Context: an optimization exercise on an open-source flow, tuned for small area, a short achievable clock period and few clock cycles per item. The choices shown serve that exercise and are no tape-out recipe.
Power figures rest on the tool's default switching activity, not on a simulated workload.

Setup of trial 4:
==> module lc4_ooo_core, before the edit <==
module lc4_ooo_core (
   input  logic        gwe,
   input  logic        rst_n,
   output logic [15:0] imem_addr,
   input  logic [15:0] imem_out,
   output logic        commit_valid,
   output logic [15:0] commit_pc,
   output logic [15:0] commit_insn,
   output logic [15:0] commit_value,
   output logic        commit_we,
   output logic [2:0]  commit_reg,
   output logic [2:0]  commit_nzp
);
   logic [15:0] pc_f;
   logic        d_valid;
   logic [15:0] d_insn;
   logic        x_valid, x_we, x_mulph;
   logic [15:0] x_insn, x_a, x_b;
   logic [7:0]  x_one, x_two, x_neg;    
   logic        c_valid, c_we, c_zero;
   logic [15:0] c_pc, c_insn, c_value;
   logic [15:0] rf [8];
   logic        x_sub, x_and, x_or, x_xor, x_mul;
   logic        stall, x_wr;
   logic [15:0] sum, res, mul_s, mul_c;
   assign stall = x_valid && x_mul && !x_mulph;    
   assign sum   = x_a + (x_b ^ {16{x_sub}}) + {15'd0, x_sub};
   lc4_mul_csa i_mul (.a(x_a), .one(x_one), .two(x_two), .neg(x_neg), .s(mul_s), .c(mul_c));
   always_comb begin
      if (x_and)
         res = x_a & x_b;
      else if (x_or)
         res = x_a | x_b;
      else if (x_xor)
         res = x_a ^ x_b;
      else
         res = sum;
   end
   assign x_wr = x_valid && x_we && !stall;
   logic [3:0]  d_op;
   logic [2:0]  d_rs, d_rt, d_fn;
   logic [15:0] rf_a, rf_b, d_imm, a_next, b_next;
   logic [7:0]  b_one, b_two, b_neg;
   logic        d_arith, d_logic, d_const, d_imm_sel, d_not, byp_a, byp_b, use_a, d_mul;
   assign d_op      = d_insn[15:12];
   assign d_fn      = d_insn[5:3];
   assign d_rs      = d_insn[8:6];
   assign d_rt      = d_insn[2:0];
   assign d_arith   = (d_op == lc4_pkg::OP_ARITH);
   assign d_logic   = (d_op == lc4_pkg::OP_LOGIC);
   assign d_const   = (d_op == lc4_pkg::OP_CONST);
   assign d_not     = d_logic && (d_fn == 3'b001);
   assign d_mul     = d_arith && (d_fn == 3'b001);
   assign d_imm_sel = d_const || d_not || (d_fn[2] && (d_arith || d_logic));
   assign d_imm     = d_const ? {{7{d_insn[8]}}, d_insn[8:0]} :
                      d_not   ? 16'hffff : {{11{d_insn[4]}}, d_insn[4:0]};
   assign use_a     = !d_const;
   always_comb begin
      rf_a = 16'h0000;
      rf_b = 16'h0000;
      for (int i = 0; i < 8; i++) begin
         rf_a = rf_a | (rf[i] & {16{use_a && d_rs == i[2:0]}});
         rf_b = rf_b | (rf[i] & {16{d_rt == i[2:0]}});
      end
   end
   assign byp_a     = use_a && x_wr && (x_insn[11:9] == d_rs);
   assign byp_b     = x_wr && (x_insn[11:9] == d_rt);
   assign a_next    = byp_a ? res : rf_a;
   assign b_next    = d_imm_sel ? d_imm : (byp_b ? res : rf_b);
   lc4_booth i_booth (.b(b_next), .one(b_one), .two(b_two), .neg(b_neg));
   assign imem_addr = pc_f;
   always_ff @(posedge gwe or negedge rst_n) begin
      if (!rst_n) begin
         pc_f    <= lc4_pkg::RESET_PC;
         c_pc    <= lc4_pkg::RESET_PC;
         d_valid <= 1'b0;
         x_valid <= 1'b0;
         x_mulph <= 1'b0;
         c_valid <= 1'b0;
      end else begin
         pc_f    <= pc_f + {15'd0, !(d_valid && d_mul && !stall)};
         c_pc    <= c_pc + {15'd0, c_valid};
         d_valid <= 1'b1;
         if (!stall)
            x_valid <= d_valid;
         x_mulph <= stall;
         c_valid <= x_valid && !stall;
      end
   end
   always_ff @(posedge gwe) begin
      d_insn <= imem_out;
      x_one  <= b_one;
      x_two  <= b_two;
      x_neg  <= b_neg;
      if (stall) begin
         x_a <= mul_s;
         x_b <= mul_c;
      end else begin
         x_insn <= d_insn;
         x_we   <= lc4_pkg::insn_writes_rd(d_insn);
         x_sub  <= d_arith && (d_fn == 3'b010);
         x_mul  <= d_mul;
         x_and  <= d_logic && (d_fn == 3'b000 || d_fn[2]);
         x_or   <= d_logic && (d_fn == 3'b010);
         x_xor  <= d_logic && (d_fn == 3'b011 || d_fn == 3'b001);
         x_a    <= a_next;
         x_b    <= b_next;
      end
      c_insn  <= x_insn;
      c_we    <= x_we;
      c_value <= res;
      c_zero  <= (res == 16'h0000);
      for (int i = 0; i < 8; i++)
         if (!rst_n || (x_wr && x_insn[11:9] == i[2:0]))
            rf[i] <= res & {16{rst_n}};
   end
   assign commit_valid = c_valid;
   assign commit_pc    = c_pc;
   assign commit_insn  = c_insn;
   assign commit_value = c_value;
   assign commit_we    = c_we;
   assign commit_reg   = c_insn[11:9];
   assign commit_nzp   = {c_value[15], c_zero, !c_value[15] && !c_zero};
endmodule
==> flow/config.mk <==
export PLATFORM = sky130hd
export DESIGN_NAME = lc4_ooo_core
export DESIGN_NICKNAME = lc4_ooo_core
export VERILOG_FILES = /design/flow/design.v
export SDC_FILE = /design/flow/constraint.sdc
export NUM_CORES = 4
export LEC_CHECK = 0
export CAP_MARGIN = 20
export CORE_MARGIN = 2
export CORE_UTILIZATION = 40
export CTS_CLUSTER_DIAMETER = 120
export CTS_CLUSTER_SIZE = 22
export SLEW_MARGIN = 20
==> flow/constraint.sdc <==
create_clock -name core_clock -period 9.0 [get_ports {gwe}]
set_input_delay 1.8000 -clock core_clock [delete_from_list [all_inputs] [get_ports {gwe}]]
set_output_delay 1.8000 -clock core_clock [all_outputs]
set_load 0.01 [all_outputs]
standard.sh (not shown) runs the stock make flow with config.mk's settings and CLKGATE_MAP_FILE= SYNTH_SCRIPT=/design/flow/synth_recipe.tcl, a recipe that flattens the netlist after the stock synthesis.
==> flow/flow/run.sh <==
#!/bin/bash
# Standard layout (the standard.sh), with plain buffers on the ports and a
# tighter setup repair target. Each tool's output goes to a log in this folder.
set -euo pipefail
bash standard.sh BUFFER_PORTS_ARGS="-buffer_cell sky130_fd_sc_hd__buf_1" SETUP_SLACK_MARGIN=5.5 finish > flow_make.log 2>&1
Trial 4 reached the final stage; the timing, design-rule and antenna checks on its layout passed.
Setup changes, trial 4 to trial 54
diff --git a/flow/design.v b/flow/design.v
--- a/flow/design.v
+++ b/flow/design.v
@@ -433,7 +433,6 @@
    output logic [2:0]  commit_nzp
 );
    logic [15:0] pc_f;
-   logic        d_valid;
    logic [15:0] d_insn;
    logic        x_valid, x_we, x_mulph;
    logic [15:0] x_insn, x_a, x_b;
@@ -441,6 +440,7 @@
    logic        c_valid, c_we, c_zero;
    logic [15:0] c_pc, c_insn, c_value;
    logic [15:0] rf [8];
+   logic [7:0]  rf_ok;
    logic        x_sub, x_and, x_or, x_xor, x_mul;
    logic        stall, x_wr;
    logic [15:0] sum, res, mul_s, mul_c;
@@ -480,8 +480,8 @@
       rf_a = 16'h0000;
       rf_b = 16'h0000;
       for (int i = 0; i < 8; i++) begin
-         rf_a = rf_a | (rf[i] & {16{use_a && d_rs == i[2:0]}});
-         rf_b = rf_b | (rf[i] & {16{d_rt == i[2:0]}});
+         rf_a = rf_a | (rf[i] & {16{use_a && rf_ok[i] && d_rs == i[2:0]}});
+         rf_b = rf_b | (rf[i] & {16{rf_ok[i] && d_rt == i[2:0]}});
       end
    end
    assign byp_a     = use_a && x_wr && (x_insn[11:9] == d_rs);
@@ -490,26 +490,29 @@
    assign b_next    = d_imm_sel ? d_imm : (byp_b ? res : rf_b);
    lc4_booth i_booth (.b(b_next), .one(b_one), .two(b_two), .neg(b_neg));
    assign imem_addr = pc_f;
+   assign d_insn    = imem_out;
    always_ff @(posedge gwe or negedge rst_n) begin
       if (!rst_n) begin
          pc_f    <= lc4_pkg::RESET_PC;
          c_pc    <= lc4_pkg::RESET_PC;
-         d_valid <= 1'b0;
          x_valid <= 1'b0;
          x_mulph <= 1'b0;
          c_valid <= 1'b0;
+         rf_ok   <= '0;
       end else begin
-         pc_f    <= pc_f + {15'd0, !(d_valid && d_mul && !stall)};
-         c_pc    <= c_pc + {15'd0, c_valid};
-         d_valid <= 1'b1;
          if (!stall)
-            x_valid <= d_valid;
+            pc_f <= pc_f + 16'd1;
+         if (c_valid)
+            c_pc <= c_pc + 16'd1;
+         if (!stall)
+            x_valid <= 1'b1;
          x_mulph <= stall;
          c_valid <= x_valid && !stall;
+         if (x_wr)
+            rf_ok[x_insn[11:9]] <= 1'b1;
       end
    end
    always_ff @(posedge gwe) begin
-      d_insn <= imem_out;
       x_one  <= b_one;
       x_two  <= b_two;
       x_neg  <= b_neg;
@@ -531,9 +534,8 @@
       c_we    <= x_we;
       c_value <= res;
       c_zero  <= (res == 16'h0000);
-      for (int i = 0; i < 8; i++)
-         if (!rst_n || (x_wr && x_insn[11:9] == i[2:0]))
-            rf[i] <= res & {16{rst_n}};
+      if (x_wr)
+         rf[x_insn[11:9]] <= res;
    end
    assign commit_valid = c_valid;
    assign commit_pc    = c_pc;
==> run notes <==
When trial 54 is set beside trial 4, its maximum frequency turns out to be 0.81% larger. Of trial 54 and trial 4, the run reporting the higher clock power share was trial 54. Power consumed by the clock network delta for trial 54 relative to trial 4: about 0.7% lower. Summary of trial 54 over trial 4: via count stayed essentially flat; combined area of all synthesized cells fell by about 3%; post-synthesis share of cell area spent on xor and xnor gates rose by 0.40 points; floorplan die width fell by about 1.4%. Sort trial 54 and trial 4 by area fraction in compound gates after synthesis, ascending, and trial 4 comes first. Summary — register share of the cell area, trial 54 relative to trial 4: lower, by 0.95 points. Trial 54 vs. trial 4: post-cts sizing count picked up an extra 7; post-place setup slack lost 450 ps; area enclosed by the die boundary lost about 2.8%. The run showing the greater setup slack on the worst flop-to-flop path is trial 54.
Function was not checked in any run of this note: the RTL went through the layout flow alone.

## re-timing with driven ports
Ports are ideal in the flow. The routed layouts listed here were re-timed in OpenROAD.
Step 1: set_driving_cell puts a clkbuf_16 on gwe and a buf_2 on each other input, an assumption about the parent block.
Step 2 times the ports against the registers' clock, not the clock port: input delays grow and output delays shrink by t, the midpoint of the rising clock arrivals with the driver on.
Three values: ideal ports, drivers, drivers and shift; two values: the first two.
run | t, ns | setup slack, ns | slew at the worst register clock pin (ns)
trial 4 | 0.569 | 5.492 / 5.520 / 4.951 | 0.09 / 0.09
trial 54 | 0.557 | 5.520 / 5.540 / 4.983 | 0.09 / 0.09
After both steps setup and hold are still met in every run listed. The setup slack of trial 4, which loses most, moves by +0.028 ns with the drivers and by -0.541 ns with both steps.
